Background: an optimization exercise with open tools, aiming at small area, a short achievable clock period and few clock cycles. Do not read the settings as production practice. In this exercise RTL edits were held to simulation tests only and were not proved equivalent to the original. No activity file was given, so power comes from the tool's default toggle rates.

// dither_spi_top
module dither_spi_top (
    input  logic SPI_CLK,
    input  logic rst,
    input  logic SPI_CS,
    input  logic SPI_MOSI,
    output logic SPI_MISO,
    output logic frame_ready
);
    localparam logic [1:0] ST_W = 2'd0, ST_H = 2'd1, ST_PIX = 2'd2, ST_OUT = 2'd3;
    logic       cs_q, mosi_q;
    logic [1:0] stg;
    logic [2:0] bc;           
    logic [6:0] sr;           
    logic [3:0] wm1, hm1;     
    logic [3:0] col, row;     
    logic       p1, p2, p3, p4, p5, p6, rdy, adv_q, fr, mo, tiny, nq;
    logic       f_lc, f_fc, f_lr, f_r0, f_last;    
    logic [7:0] pre;          
    logic [7:0] v;            
    logic [6:0] t1;           
    logic [3:0] t2;           
    logic [7:0] s0;           
    logic       w1, w2;       
    logic       wr_pend, rd_pend, wr_now, rd_now, b1, b2, rbit;
    logic [7:0] wp, rp;       
    logic [1:0] fc;           
    logic       bit_take, byte_done, is_last, adv, start, bc7;
  ...
Size in the first run: roughly 1,300 cells after synthesis, roughly 500 flip-flops, ~6 I/O pins.
export LEC_CHECK = 0
export CAP_MARGIN = 20
export CORE_MARGIN = 2
export CORE_UTILIZATION = 78
export CTS_BUF_LIST = sky130_fd_sc_hd__clkbuf_8
export CTS_CLUSTER_DIAMETER = 60
export CTS_CLUSTER_SIZE = 20
export PLACE_DENSITY = 0.82
export SLEW_MARGIN = 20
export SYNTH_MEMORY_MAX_BITS = 4096
create_clock -name core_clock -period 10.0 [get_ports {SPI_CLK}]
standard.sh (not shown) runs the stock make flow with config.mk's settings and CLKGATE_MAP_FILE= SYNTH_SCRIPT=/design/flow/synth_recipe.tcl, a recipe that flattens the netlist after the stock synthesis.
==> flow/flow/run.sh <==
#!/bin/bash
bash standard.sh SETUP_SLACK_MARGIN=7 TNS_END_PERCENT=0 \
    BUFFER_PORTS_ARGS="-buffer_cell sky130_fd_sc_hd__buf_4" \
    CTS_ARGS="-sink_clustering_enable -repair_clock_nets -buf_list sky130_fd_sc_hd__clkbuf_8 -sink_clustering_size 20 -sink_clustering_max_diameter 60 -root_buf sky130_fd_sc_hd__clkbuf_16" \
    finish > standard.log 2>&1
Testbench counts at the start, summed over its fixed seeds: cycles 219,664.
Then changed:
Settings changed: CORE_UTILIZATION 78 to 65, PLACE_DENSITY 0.82 to unset.
What happened:
- hold slack got worse by 6.1 ps
- power is higher slightly
- clock skew is lower by 4.3 ps
- design area is higher slightly
- clock power is higher by a few percent
- wire length is lower by a little under a tenth
- combinational power stays flat
- clock-buffer cell count is higher by 4
- cell count is higher by a few percent


## the previous run
The RTL this note starts from:
==> flow/design.v <==
`timescale 1ns/1ps
`default_nettype none
module dsp_seg #(
    parameter int L = 1,
    parameter int W = 1
) (
    input  logic         clk,
    input  logic         en,
    input  logic         sel,
    input  logic [W-1:0] din,
    output logic [W-1:0] dout,
    output logic [W-1:0] last
);
    logic [W-1:0] st [L];
    always_ff @(posedge clk) begin
        if (en) begin
            st[0] <= din;
            for (int k = 1; k < L; k++) st[k] <= st[k-1];
        end
    end
    assign last = st[L-1];
    assign dout = sel ? st[L-1] : din;
endmodule
module dither_spi_top (
    input  logic SPI_CLK,
    input  logic rst,
    input  logic SPI_CS,
    input  logic SPI_MOSI,
    output logic SPI_MISO,
    output logic frame_ready
);
    localparam logic [1:0] ST_W = 2'd0, ST_H = 2'd1, ST_PIX = 2'd2, ST_OUT = 2'd3;
    logic       cs_q, mosi_q;
    logic [1:0] stg;
    logic [2:0] bc;           
    logic [6:0] sr;           
    logic [3:0] wd, hd;       
    logic [3:0] col, row;     
    logic       p1, p2, p3, p4, p5, p6, rdy, adv_q, fr, mo, nq, few;
    logic       fr_o, mo_o, fr_n, mo_n;    
    logic       f_lc, f_fc, f_lr, f_r0, f_last;    
    logic [7:0] pre;          
    logic [7:0] v;            
    logic [6:0] t1;           
    logic [3:0] t2;           
    logic [7:0] s0;           
    logic       w1, w2;       
    logic       wr_pend, wr_now, b1, b2, rbit;
    logic [7:0] wp, rp;       
    logic [1:0] fc;           
    logic       bit_take, byte_done, is_last, adv, start, bc7;
    logic [7:0] byte_in;
    assign bit_take  = !cs_q && (stg != ST_OUT);
    assign byte_done = bit_take && (bc == 3'd7);
    assign byte_in   = {sr, mosi_q};
    assign is_last   = f_last;
    assign bc7       = cs_q ? (bc == 3'd7) : (bc == 3'd6);
    assign adv       = fr && !SPI_CS && bc7;
    assign start     = ((stg == ST_PIX) && byte_done && is_last && !few) || (rdy && !wr_pend);
    always_ff @(posedge SPI_CLK) begin
        p1     <= (stg == ST_PIX) && byte_done;
        p2     <= p1;
        p3     <= p2;
        p4     <= p3;
        p5     <= p4;
        p6     <= p5;
        adv_q  <= adv;
        cs_q   <= SPI_CS;
        mosi_q <= SPI_MOSI;
        if (bit_take) sr <= byte_in[6:0];
    end
    always_ff @(posedge SPI_CLK or posedge rst) begin
        if (rst) begin
            stg   <= ST_W;
            bc    <= '0;
            rdy   <= 1'b0;
            fr    <= 1'b0;
        end else begin
            if (stg == ST_OUT && adv_q && !fr) bc <= '0;
            else if (stg != ST_OUT ? bit_take : (fr && !cs_q)) bc <= bc + 3'd1;
            if (p1 && stg == ST_OUT && few) rdy <= 1'b1;
            else if (!wr_pend) rdy <= 1'b0;
            fr    <= fr_n;
            case (stg)
                ST_W:   if (byte_done) stg <= ST_H;
                ST_H:   if (byte_done) stg <= ST_PIX;
                ST_PIX: if (byte_done && is_last) stg <= ST_OUT;
                default: if (adv_q && !fr) stg <= ST_W;
            endcase
        end
    end
    always_ff @(posedge SPI_CLK) begin
        case (stg)
            ST_W: if (byte_done) wd <= byte_in[3:0];
            ST_H: begin
                if (byte_done) hd <= byte_in[3:0];
                w1 <= (wd == 4'd1);
                w2 <= (wd == 4'd2);
            end
            default: ;
        endcase
        few <= ((wd == 4'd1) && (hd != 4'd0) && (hd <= 4'd7)) || ((wd == 4'd2) && (hd != 4'd0) && (hd <= 4'd3)) ||
               ((wd == 4'd3) && (hd != 4'd0) && (hd <= 4'd2)) || ((hd == 4'd1) && (wd != 4'd0) && (wd <= 4'd7));
        if (stg == ST_W || stg == ST_H || start) begin
            col <= 4'd1;
            row <= 4'd1;
        end else if ((p5 && stg == ST_PIX) || adv_q) begin
            if (col == wd) begin
                col <= 4'd1;
                row <= row + 4'd1;
            end else begin
                col <= col + 4'd1;
            end
        end
    end
    always_ff @(posedge SPI_CLK) begin
        f_lc   <= (col == wd);
        f_fc   <= (col == 4'd1);
        f_lr   <= (row == hd);
        f_r0   <= (row == 4'd1);
        f_last <= (col == wd) && (row == hd);
    end
    logic       n, ga, g3, g5, gf;
    logic [10:0] e7;
    logic [9:0]  e3;
    logic [10:0] e5;
    assign n  = v[7];
    assign ga = !f_lc;
    assign g5 = !f_lr;
    assign g3 = !f_lr && !f_fc;
    assign gf = !f_lr && !f_lc;
    assign e7 = {v, 3'b000} - {3'b000, v};
    assign e3 = {1'b0, v, 1'b0} + {2'b00, v};
    assign e5 = {1'b0, v, 2'b00} + {3'b000, v};
    logic [7:0]  lr [16];
    logic [3:0]  lwp, lrp;       
    logic        lw_pend, lr_pend, lw_now, lr_now, acc;
    logic [3:0]  rsel;           
    logic [7:0]  lb;
    assign lw_now = lw_pend && (lwp[1:0] == 2'd0);
    assign lr_now = |rsel;
    always_ff @(posedge SPI_CLK) begin
        for (int q = 0; q < 4; q++) begin
            lr[4*q] <= (lw_now && lwp[3:2] == q[1:0]) ? s0 : lr[(4*q+15) % 16];
            for (int k = 1; k < 4; k++) lr[4*q+k] <= lr[4*q+k-1];
        end
    end
    assign lb  = ({8{rsel[0]}} & lr[0]) | ({8{rsel[1]}} & lr[4]) | ({8{rsel[2]}} & lr[8]) |
                 ({8{rsel[3]}} & lr[12]) | ({8{p6 && w1}} & {1'b0, t1}) | ({8{p6 && w2}} & s0);
    assign acc = lr_now || (p6 && (w1 || w2));
    always_ff @(posedge SPI_CLK) begin
        if (stg == ST_W || stg == ST_H) begin
            lrp     <= 4'd2;
            lwp     <= wd;
            lw_pend <= 1'b0;
            lr_pend <= 1'b0;
            rsel    <= 4'd0;
        end else begin
            for (int j = 0; j < 4; j++)
                rsel[j] <= (p2 || lr_pend) && !w1 && !w2 && (lrp[1:0] == 2'd0) && (lrp[3:2] == j[1:0]);
            lwp <= lwp + (lw_now ? 4'd2 : 4'd1);
            lrp <= lrp + (lr_now ? 4'd2 : 4'd1);
            if (p3) lw_pend <= 1'b1;
            else if (lw_now) lw_pend <= 1'b0;
            if (p2) lr_pend <= 1'b1;
            else if (lr_now) lr_pend <= 1'b0;
        end
    end
    always_ff @(posedge SPI_CLK) begin
        if (stg == ST_W || stg == ST_H) begin
            pre <= '0;
            t2  <= '0;
        end else begin
            if (byte_done) v <= byte_in + pre;
            if (p1) begin
                v  <= v + {7'd0, n};    
                nq <= n;
            end
            if (p2) begin
                s0  <= g3 ? {2'b00, e3[9:4]} : 8'd0;
                pre <= ga ? {1'b0, e7[10:4]} : 8'd0;
            end
            if (p3) s0 <= s0 + {1'b0, t1};
            if (p4) t1 <= g5 ? e5[10:4] : 7'd0;
            if (p5) begin
                t1 <= t1 + {3'd0, t2};
                t2 <= gf ? v[7:4] : 4'd0;
            end
            if (acc && !(f_r0 && !f_lc)) pre <= pre + lb;
        end
    end
    logic [255:0] ring;
    logic [15:0]  wsel;
    logic         qa, qb, pa, pb;       
    logic [1:0]   cnt;                  
    logic         b3, fetch, rbit_i;
    always_comb begin
        wsel = '0;
        wsel[wp[7:4]] = wr_now;
    end
    always_ff @(posedge SPI_CLK) begin
        for (int q = 0; q < 16; q++) begin
            ring[16*q] <= wsel[q] ? qa : ring[(16*q+255) % 256];
            for (int k = 1; k < 16; k++) ring[16*q+k] <= ring[16*q+k-1];
        end
    end
    always_comb begin
        rbit = 1'b0;
        for (int j = 0; j < 16; j++) if (rp[7:4] == j[3:0]) rbit = ring[16*j];
    end
    assign fetch  = fr && (rp[3:0] == 4'd1) && ((cnt != 2'd3) || adv_q);
    assign wr_pend = pa;
    always_ff @(posedge SPI_CLK) begin
        logic       av, bv, ad, bd;
        logic [1:0] c;
        logic       e1, e2, e3;
        if (stg == ST_W || stg == ST_H) begin
            wp      <= 8'd0;
            rp      <= 8'd253;           
            pa      <= 1'b0;
            pb      <= 1'b0;
            wr_now  <= 1'b0;
            fc      <= 2'd0;
            cnt     <= 2'd2;
        end else begin
            av = wr_now ? pb : pa;
            ad = wr_now ? qb : qa;
            bv = wr_now ? 1'b0 : pb;
            bd = qb;
            if (p1) begin
                if (!av) begin av = 1'b1; ad = n; end
                else begin bv = 1'b1; bd = n; end
            end
            pa <= av; qa <= ad; pb <= bv; qb <= bd;
            wp <= wr_now ? wp : wp + 8'd1;
            wr_now <= av && (wr_now || (wp[3:0] == 4'd15));
            if (p1 && fc != 2'd3) fc <= fc + 2'd1;
            if (p1 && fc == 2'd1) b1 <= n;
            if (p1 && fc == 2'd2) b2 <= n;
            rp <= fetch ? rp : rp + 8'd1;
            if (fr) begin
                e1 = adv_q ? b2 : b1;
                e2 = adv_q ? b3 : b2;
                e3 = b3;
                c  = cnt - {1'b0, adv_q};
                if (fetch) begin
                    if (c == 2'd0) e1 = rbit;
                    else if (c == 2'd1) e2 = rbit;
                    else e3 = rbit;
                    c = c + 2'd1;
                end
                b1  <= e1;
                b2  <= e2;
                b3  <= e3;
                cnt <= c;
            end
        end
        mo   <= mo_n;
        mo_o <= (stg == ST_W || stg == ST_H) ? 1'b0 : mo_n;
        fr_o <= fr_n && !rst;
    end
    assign fr_n = start ? 1'b1 : (adv && is_last) ? 1'b0 : fr;
    assign mo_n = adv ? b1 : (p1 && fc == 2'd0 && stg != ST_W && stg != ST_H) ? n : mo;
    assign SPI_MISO    = mo_o;
    assign frame_ready = fr_o;
endmodule
`default_nettype wire
clock: 10.0 ns
lec_check: 0
abc_area: 1
cap_margin: 20
core_margin: 2
core_utilization: 65
slew_margin: 20
synth_memory_max_bits: 4096
==> flow/flow/run.sh <==
#!/bin/bash
bash standard.sh SETUP_SLACK_MARGIN=7 TNS_END_PERCENT=0 \
    BUFFER_PORTS_ARGS="-buffer_cell sky130_fd_sc_hd__buf_4" \
    CTS_ARGS="-sink_clustering_enable -repair_clock_nets -buf_list sky130_fd_sc_hd__clkbuf_16 -sink_clustering_size 30 -sink_clustering_max_diameter 80 -root_buf sky130_fd_sc_hd__clkbuf_16" \
    finish > standard.log 2>&1
The previous run: no failed stages, no open violations at the end
Testbench counts of the previous run, summed over its fixed seeds: cycles 219,664.
Input changes introduced in the current run (baseline for comparison: the previous run):
- setting CTS_CLUSTER_DIAMETER to 60 for the first time
- setting CTS_CLUSTER_SIZE to 20 for the first time
- removing ABC_AREA (formerly 1)
- setting CTS_BUF_LIST to sky130_fd_sc_hd__clkbuf_8 for the first time
- changing CORE_UTILIZATION from 65 to 75
[diff] final instance area, the current run relative to the previous run: improvement. Comparing the previous run with the current run, the fraction of the mapped netlist area in adder cells came out essentially unchanged. Compared with the previous run, in the current run proportion of cell area occupied by multi-input gates shows an increase of 1.4 points, compound-cell area share of the yosys netlist shrank by 2.5 points, routed wire length now sits higher, share of total power in the clock network lost 1.1 points. As far as setup slack is concerned, the current run and the previous run perform about the same. The current run vs the previous run on utilization: the current run is the higher one. The end point of the critical path comes out SPI_MISO in one run and frame_ready in the other, namely in the current run and the previous run respectively. The current run: cell count 311 below the previous run.

-- re-timing with driven ports --
No port has a modelled driver above. Below, the same layouts with a new extraction and two added sets of constraints. Step 1, drivers: a clkbuf_16 drives SPI_CLK and a buf_2 each remaining input, both assumed. Step 2 times the ports against the registers' clock, not the clock port: input delays grow and output delays shrink by t, the midpoint of the rising clock arrivals with the driver on. a / b / c = no drivers / after step 1 / after step 2; a / b = the first two.
| run | shift t [ns] | setup slack, ns | latest minus earliest clock arrival (ns) | worst data-port slew with drivers (ns) | pins driven straight from the clock port |
|---|---|---|---|---|---|
| the first run of note 1 | 0.582 | 6.877 / 6.828 / 7.056 | 0.030 / 0.030 | 0.04 | 1 |
| the second run of note 1 | 0.551 | 6.949 / 6.900 / 7.101 | 0.026 / 0.027 | 0.03 | 1 |
| the previous run | 0.585 | 7.011 / 6.964 / 6.975 | 0.014 / 0.013 | 0.03 | 1 |
| the current run | 0.587 | 7.012 / 6.960 / 7.038 | 0.029 / 0.029 | 0.05 | 1 |
After both steps every run listed still meets setup and hold. For the previous run, which loses most, drivers alone change the setup slack by -0.047 ns; drivers and shift together by -0.036 ns.
